This is an optimization exercise on Yosys and OpenROAD, whose aim is small area, a short achievable clock period and few clock cycles per item, not a production implementation.
At most, simulation tests tie the RTL to the original design; equivalence was not proved.

==> job 5867 <==
Design rgb_to_hsv_converter_top, start of the top module:
module rgb_to_hsv_converter_top (
  input  logic        clk,
  input  logic        rst,
  input  logic        in_valid,
  output logic        in_stall,
  input  logic [7:0]  red,
  input  logic [7:0]  green,
  input  logic [7:0]  blue,
  output logic        out_valid,
  input  logic        out_stall,
  output logic [14:0] hue,
  output logic [14:0] saturation,
  output logic [14:0] brightness
);
  wire adv = ~out_valid | ~out_stall;
  logic       skid_v;
  logic [7:0] sk_r, sk_g, sk_b;
  assign in_stall = skid_v;
  always_ff @(posedge clk) begin
    if (rst) skid_v <= 1'b0;
    else if (skid_v) skid_v <= ~adv;
    else skid_v <= ~adv & in_valid;
    if (!skid_v) begin sk_r <= red; sk_g <= green; sk_b <= blue; end
  end
  logic       v0;
  logic [7:0] r0, g0, b0;
  always_ff @(posedge clk) begin
    if (rst) v0 <= 1'b0;
    else if (adv) v0 <= skid_v | in_valid;
    if (adv) begin
      r0 <= skid_v ? sk_r : red;
      g0 <= skid_v ? sk_g : green;
      b0 <= skid_v ? sk_b : blue;
    end
  end
  wire [7:0] f1_d, f1_dh, f1_mx, f1_np; wire [2:0] f1_k;
  rhc_front f1 (.r(r0), .g(g0), .b(b0), .d(f1_d), .dh(f1_dh), .mx(f1_mx), .np(f1_np), .k(f1_k));
  logic v1;
  logic [7:0] p1_d;
  logic [0:0] p1_eq;
  logic [7:0] p1_mx;
  logic [7:0] p1_np;
  logic [2:0] p1_k;
  always_ff @(posedge clk) begin
    if (rst) v1 <= 1'b0;
    else if (adv) v1 <= v0;
    if (adv) begin
      p1_d <= f1_d;
      p1_eq <= f1_dh[0] ^ f1_d[0];
      p1_mx <= f1_mx;
      p1_np <= f1_np;
      p1_k <= f1_k;
    end
  end
  wire [14:0] f2_n = {p1_d, 6'd0} + {1'b0, p1_d, 5'd0} + {5'd0, p1_d, 2'd0};
  wire [9:0] f2_ts = {1'b0, p1_mx, 1'b0} + {2'b0, p1_mx};
  wire [7:0] f2_rs = f2_n[14:7]; wire [6:0] f2_bs = f2_n[6:0];
  wire [5:0] w3 = f2_bs[5:0];
  wire [7:0] st4_r; wire st4_q;
  rhc_div_cell st4 (.r(f2_rs), .b(f2_bs[6]), .den(p1_mx), .r_n(st4_r), .q(st4_q));
  wire [7:0] f5_dh = {p1_d[7:1], p1_d[0] | p1_eq};
  wire [11:0] f5_m = {p1_np, 4'd0} - {4'd0, p1_np};
  wire [9:0] f5_th = {1'b0, f5_dh, 1'b0} + {2'b0, f5_dh};
  wire [7:0] f5_rh = f5_m[11:4]; wire [3:0] f5_bh = f5_m[3:0];
  logic v2;
  logic [2:0] p2_k;
  logic [7:0] p2_rs;
  logic [5:0] p2_bs;
  logic [7:0] p2_Ds;
  ...
==> module rhc_final, before the edit <==
module rhc_final (
  input  logic [14:0] qs,
  input  logic [11:0] qh,
  input  logic [2:0]  k,
  input  logic [7:0]  mx,
  output logic [14:0] hue,
  output logic [14:0] sat,
  output logic [14:0] bri
);
  logic [27:0] pb;
  always_comb begin
    hue  = {7'(qh[11:8]) + 7'(k) * 7'd15, qh[7:0]};
    sat  = (mx != 8'd0) ? qs : 15'd0;
    pb   = 28'(mx) * 28'd822413;
    bri  = pb[27:13];
  end
endmodule
==> flow/config.mk <==
export PLATFORM = sky130hd
export DESIGN_NAME = rgb_to_hsv_converter_top
export DESIGN_NICKNAME = rgb_to_hsv_converter_top
export VERILOG_FILES = /design/flow/design.v
export SDC_FILE = /design/flow/constraint.sdc
export NUM_CORES = 4
export LEC_CHECK = 0
export ABC_AREA = 1
export CAP_MARGIN = 20
export CORE_MARGIN = 2
export CORE_UTILIZATION = 60
export SLEW_MARGIN = 20
==> flow/constraint.sdc <==
create_clock -name core_clock -period 14.0 [get_ports {clk}]
set_input_delay 2.8000 -clock core_clock [delete_from_list [all_inputs] [get_ports {clk}]]
set_output_delay 2.8000 -clock core_clock [all_outputs]
set_load 0.01 [all_outputs]
standard.sh (not shown) runs the stock make flow with config.mk's settings and CLKGATE_MAP_FILE= SYNTH_SCRIPT=/design/flow/synth_recipe.tcl, a recipe that flattens the netlist after the stock synthesis.
==> flow/flow/run.sh <==
#!/bin/bash
set -euo pipefail
bash standard.sh SETUP_SLACK_MARGIN=10.0 \
  "BUFFER_PORTS_ARGS=-buffer_cell sky130_fd_sc_hd__buf_2" \
  "CTS_ARGS=-sink_clustering_enable -repair_clock_nets -dont_use_dummy_load -buf_list sky130_fd_sc_hd__clkbuf_16 -sink_clustering_size 30 -sink_clustering_max_diameter 200" \
  finish > make_finish.log 2>&1
==> job 8268: changes against job 5867 <==
--- a/flow/design.v
+++ b/flow/design.v
@@ -390,15 +390,30 @@
   rhc_div_cell st61 (.r(p8_rs), .b(1'b0), .den(p8_Ds), .r_n(st61_r), .q(st61_q));
   wire [13:0] w62 = {p8_qs, st61_q};
   wire [7:0] st63_r; wire st63_q;
   rhc_div_cell st63 (.r(st61_r), .b(1'b0), .den(p8_Ds), .r_n(st63_r), .q(st63_q));
   wire [14:0] w64 = {w62, st63_q};
+  logic v9;
+  logic [2:0] p9_k;
+  logic [7:0] p9_Ds;
+  logic [14:0] p9_qs;
+  logic [11:0] p9_qh;
+  always_ff @(posedge clk) begin
+    if (rst) v9 <= 1'b0;
+    else if (adv) v9 <= v8;
+    if (adv) begin
+      p9_k <= p8_k;
+      p9_Ds <= p8_Ds;
+      p9_qs <= w64;
+      p9_qh <= p8_qh;
+    end
+  end
   wire [14:0] fin65_h, fin65_s, fin65_v;
-  rhc_final fin65 (.qs(w64), .qh(p8_qh), .k(p8_k), .mx(p8_Ds), .hue(fin65_h), .sat(fin65_s), .bri(fin65_v));
+  rhc_final fin65 (.qs(p9_qs), .qh(p9_qh), .k(p9_k), .mx(p9_Ds), .hue(fin65_h), .sat(fin65_s), .bri(fin65_v));
   always_ff @(posedge clk) begin
     if (rst) out_valid <= 1'b0;
-    else if (adv) out_valid <= v8;
+    else if (adv) out_valid <= v9;
     if (adv) begin
       hue        <= fin65_h;
       saturation <= fin65_s;
       brightness <= fin65_v;
     end
==> flow/flow/run.sh (replaced) <==
#!/bin/bash
set -euo pipefail
bash standard.sh SETUP_SLACK_MARGIN=9.5 finish > make_finish.log 2>&1
Settings changed: ABC_AREA 1 to default, CORE_UTILIZATION 60 to 40.
==> job 6503: changes against job 5867 <==
--- a/flow/design.v
+++ b/flow/design.v
@@ -5,16 +5,24 @@
   input  logic [7:0]  mx,
   output logic [14:0] hue,
   output logic [14:0] sat,
   output logic [14:0] bri
 );
-  logic [27:0] pb;
+  localparam logic [21*16-1:0] TA = {16'hf800, 16'h07c0, 16'he738, 16'h96b4, 16'hcc66, 16'hd5aa, 16'h78f0, 16'h64cc, 16'h52aa, 16'h07c0, 16'he738, 16'h96b4, 16'hcc66, 16'hd5aa, 16'h78f0, 16'h64cc, 16'h52aa, 16'h07c0, 16'he738, 16'h96b4, 16'hcc66};
+  localparam logic [17*16-1:0] TB = {16'hf800, 16'h07c0, 16'he738, 16'h96b4, 16'hcc66, 16'hd5aa, 16'h78f0, 16'h64cc, 16'h52aa, 16'h07c0, 16'he738, 16'hd6b4, 16'h8ce6, 16'h952a, 16'h3878, 16'h3666, 16'had55};
+  logic [15:0] ha, hb;
+  logic [20:0] ta, tsum;
+  logic [16:0] tb;
   always_comb begin
+    ha = 16'd1 << mx[7:4];
+    hb = 16'd1 << mx[3:0];
+    for (int i = 0; i < 21; i++) ta[i] = |(ha & TA[i*16 +: 16]);
+    for (int i = 0; i < 17; i++) tb[i] = |(hb & TB[i*16 +: 16]);
+    tsum = ta + 21'(tb);
+    bri  = tsum[20:6];
     hue  = {7'(qh[11:8]) + 7'(k) * 7'd15, qh[7:0]};
     sat  = (mx != 8'd0) ? qs : 15'd0;
-    pb   = 28'(mx) * 28'd822413;
-    bri  = pb[27:13];
   end
 endmodule
 module rhc_div_cell (
   input  logic [7:0] r,
   input  logic       b,
==> flow/flow/run.sh (replaced) <==
#!/bin/bash
set -euo pipefail
bash standard.sh SETUP_SLACK_MARGIN=10.0 \
  "BUFFER_PORTS_ARGS=-buffer_cell sky130_fd_sc_hd__buf_2" \
  "CTS_ARGS=-sink_clustering_enable -repair_clock_nets -dont_use_dummy_load -buf_list sky130_fd_sc_hd__clkbuf_16 -sink_clustering_size 22 -sink_clustering_max_diameter 150" \
  finish > make_finish.log 2>&1
==> summary.txt <==
Job 8268 finished clean. Job 5867 produced a clean layout. Job 6503 completed with no timing, DRC or antenna violations.
Of job 8268 and job 5867, job 8268 has the higher die area (gap 49%, measured against job 5867).
Of job 8268 and job 5867, job 5867 has the higher maximum frequency (gap 7.5%, measured against job 5867).
The highest critical path depth belongs to job 8268, the lowest to job 5867.
Sequential cell count is the same in job 5867 and job 6503.
The lowest area after synthesis belongs to job 6503, the highest to job 8268.
Between job 8268 and job 5867, the lower clock skew is in job 8268 (gap 0.0093 ns).
==> figures <==
quantity                                                                  job 8268                  job 6503                  job 5867
Met3 Use GR                                                                  1.92%                     2.08%                     2.00%
Drt total wl                                                               55.0 mm                   56.3 mm                   60.3 mm
Core area                                                              74100 sq um               46600 sq um               49000 sq um
Multi-input combinational cell count                                          1752                      1967                      2069
Leading cell type in the layout, fill and taps excluded  sky130_fd_sc_hd__edfxtp_1  sky130_fd_sc_hd__nand2_1  sky130_fd_sc_hd__nand2_1
Area enclosed by the die boundary                                      76700 sq um               49000 sq um               51300 sq um
Synth Area in Adders                                                         16.6%                     14.4%                     16.7%
Critical path buffers and inverters                                              4                         2                         1
Routability congestion estimate                                              0.859                     0.939                     0.920
Run status                                                 complete, no violations   complete, no violations   complete, no violations
Multi-input logic area                                                 14200 sq um               13200 sq um               14500 sq um
Latest clock arrival within the worst-skew pair                            0.62 ns                   0.60 ns                   0.57 ns
Synth Area per Inst                                                     11.6 sq um                9.89 sq um                9.97 sq um
Capturing element of the worst setup path                            brightness[4]                  p3_Dh[2]                 out_valid
Net count of the finished layout                                              3077                      3291                      3482
Testbench counts of job 5867, summed over its fixed seeds: cycles 12,060, items 12,000.
Testbench counts of job 8268, summed over its fixed seeds: cycles 12,066, items 12,000.
Testbench counts of job 6503, summed over its fixed seeds: cycles 12,060, items 12,000.


==> v3 <==
Another version of the RTL of rgb_to_hsv_converter_top (not shown whole).
==> module rhc_final, before the edit <==
module rhc_final (
  input  logic [14:0] qs,
  input  logic [11:0] qh,
  input  logic [2:0]  k,
  input  logic [7:0]  mx,
  output logic [14:0] hue,
  output logic [14:0] sat,
  output logic [14:0] bri
);
  localparam logic [21*16-1:0] TA = {16'hf800, 16'h07c0, 16'he738, 16'h96b4, 16'hcc66, 16'hd5aa, 16'h78f0, 16'h64cc, 16'h52aa, 16'h07c0, 16'he738, 16'h96b4, 16'hcc66, 16'hd5aa, 16'h78f0, 16'h64cc, 16'h52aa, 16'h07c0, 16'he738, 16'h96b4, 16'hcc66};
  localparam logic [17*16-1:0] TB = {16'hf800, 16'h07c0, 16'he738, 16'h96b4, 16'hcc66, 16'hd5aa, 16'h78f0, 16'h64cc, 16'h52aa, 16'h07c0, 16'he738, 16'hd6b4, 16'h8ce6, 16'h952a, 16'h3878, 16'h3666, 16'had55};
  logic [15:0] ha, hb;
  logic [20:0] ta, tsum;
  logic [16:0] tb;
  always_comb begin
    ha = 16'd1 << mx[7:4];
    hb = 16'd1 << mx[3:0];
    for (int i = 0; i < 21; i++) ta[i] = |(ha & TA[i*16 +: 16]);
    for (int i = 0; i < 17; i++) tb[i] = |(hb & TB[i*16 +: 16]);
    tsum = ta + 21'(tb);
    bri  = tsum[20:6];
    hue  = {7'(qh[11:8]) + 7'(k) * 7'd15, qh[7:0]};
    sat  = (mx != 8'd0) ? qs : 15'd0;
  end
endmodule
export LEC_CHECK = 0
export ABC_AREA = 1
export CAP_MARGIN = 20
export CORE_MARGIN = 2
export CORE_UTILIZATION = 60
export SLEW_MARGIN = 20
create_clock -name core_clock -period 14.0 [get_ports {clk}]
==> flow/flow/run.sh <==
#!/bin/bash
# Standard ORFS layout with these changes (the clock and constraints are
# unchanged):
# - synthesis leaves adders to ABC (no ADDER_MAP_FILE full-adder cell
#   mapping); registers come out the same as in the standard synthesis;
# - port buffers of a plain buffer cell;
# - a clock tree without dummy loads.
set -euo pipefail
bash standard.sh ADDER_MAP_FILE= SETUP_SLACK_MARGIN=10.0 \
  "BUFFER_PORTS_ARGS=-buffer_cell sky130_fd_sc_hd__buf_2" \
  "CTS_ARGS=-sink_clustering_enable -repair_clock_nets -dont_use_dummy_load -buf_list sky130_fd_sc_hd__clkbuf_16 -sink_clustering_size 30" \
  finish > make_finish.log 2>&1
==> v9 (differences from v3) <==
--- a/flow/design.v
+++ b/flow/design.v
@@ -8,18 +8,10 @@
   output logic [14:0] bri
 );
-  localparam logic [21*16-1:0] TA = {16'hf800, 16'h07c0, 16'he738, 16'h96b4, 16'hcc66, 16'hd5aa, 16'h78f0, 16'h64cc, 16'h52aa, 16'h07c0, 16'he738, 16'h96b4, 16'hcc66, 16'hd5aa, 16'h78f0, 16'h64cc, 16'h52aa, 16'h07c0, 16'he738, 16'h96b4, 16'hcc66};
-  localparam logic [17*16-1:0] TB = {16'hf800, 16'h07c0, 16'he738, 16'h96b4, 16'hcc66, 16'hd5aa, 16'h78f0, 16'h64cc, 16'h52aa, 16'h07c0, 16'he738, 16'hd6b4, 16'h8ce6, 16'h952a, 16'h3878, 16'h3666, 16'had55};
-  logic [15:0] ha, hb;
-  logic [20:0] ta, tsum;
-  logic [16:0] tb;
+  logic [27:0] pb;
   always_comb begin
-    ha = 16'd1 << mx[7:4];
-    hb = 16'd1 << mx[3:0];
-    for (int i = 0; i < 21; i++) ta[i] = |(ha & TA[i*16 +: 16]);
-    for (int i = 0; i < 17; i++) tb[i] = |(hb & TB[i*16 +: 16]);
-    tsum = ta + 21'(tb);
-    bri  = tsum[20:6];
     hue  = {7'(qh[11:8]) + 7'(k) * 7'd15, qh[7:0]};
     sat  = (mx != 8'd0) ? qs : 15'd0;
+    pb   = 28'(mx) * 28'd822413;
+    bri  = pb[27:13];
   end
 endmodule
==> flow/flow/run.sh (replaced) <==
#!/bin/bash
set -euo pipefail
bash standard.sh SETUP_SLACK_MARGIN=9.8 finish > make_finish.log 2>&1
--- a/flow/config.mk
+++ b/flow/config.mk
@@ -9,4 +9,4 @@
 export CAP_MARGIN = 20
 export CORE_MARGIN = 2
-export CORE_UTILIZATION = 60
+export CORE_UTILIZATION = 40
 export SLEW_MARGIN = 20
==> impl_metrics.py <==
metrics = {
    "status": {
        "status": "timing/DRC/antenna clean",
    },
    "layout": {
        "buf_share_pct": 10.28,
        "final_cells": 4468,
        "multi_input_area_share_pct": 49.07,
        "seq_share_pct": 28.90,
        "multi_input_area_um2": 17900,
    },
    "global_route": {
        "grt_max_degree": 78,
        "grt_pass1_vias": 22077,
        "grt_use_met3_pct": 2.416,
    },
    "worst_setup_path": {
        "path_depth": 26,
        "r2r_end": "p4_rh[2]$_DFFE_PN_",
    },
    "synth": {
        "synth_area_leaders": "edfxtp_1 (36%), ha_1 (15%), nand2_1 (10%), inv_1 (6.1%), a21oi_1 (3.8%)",
        "synth_area_per_cell_um2": 8.846,
    },
}
The numbers above come from v9.

==> impl_metrics.py <==
metrics = {
    "global_route": {
        "grt_use_met3_pct": 2.547,
    },
    "worst_setup_path": {
        "r2r_end": "p6_qs[0]$_DFFE_PN_",
        "path_depth": 3,
    },
    "synth": {
        "synth_area_per_cell_um2": 6.926,
        "synth_area_leaders": "edfxtp_1 (36%), nand2_1 (20%), nand3_1 (7.6%), inv_1 (6.8%), nor2_1 (4.5%)",
    },
    "layout": {
        "final_cells": 4758,
        "multi_input_area_share_pct": 49.15,
        "seq_share_pct": 34.20,
        "buf_share_pct": 3.770,
    },
    "status": {
        "status": "timing/DRC/antenna clean",
    },
}
The numbers above come from v3.

Function was not checked in any run of this note: the RTL went through the layout flow alone.

## afterwards: timing with drivers on the ports
In the flow no input, the clock included, has a driving cell. The finished layouts below were timed again as built, in two steps. Step 1 (the two cells are an assumption about what drives the block):
set clk [get_ports {clk}]
set_driving_cell -lib_cell sky130_fd_sc_hd__clkbuf_16 $clk
set_driving_cell -lib_cell sky130_fd_sc_hd__buf_2 [delete_from_list [all_inputs] $clk]
Step 2 also shifts input and output timing later by t, the mid clock arrival at the registers, as if the neighbouring blocks saw the same clock. Three values: ideal ports, drivers, drivers and shift; two values: the first two.
| run | t, ns | setup slack, ns | worst slew at a driven data input, ns |
|---|---|---|---|
| job 5867 | 0.607 | 9.970 / 9.908 / 9.499 | 0.03 |
| job 8268 | 0.659 | 9.645 / 9.653 / 9.020 | 0.04 |
| job 6503 | 0.627 | 9.938 / 9.976 / 9.349 | 0.03 |
| v3 | 0.604 | 10.026 / 9.970 / 9.465 | 0.05 |
| v9 | 0.645 | 9.482 / 9.482 / 9.482 | 0.04 |
After both steps every run listed still meets setup and hold. For job 8268, which loses most, drivers alone change the setup slack by +0.008 ns; drivers and shift together by -0.625 ns.
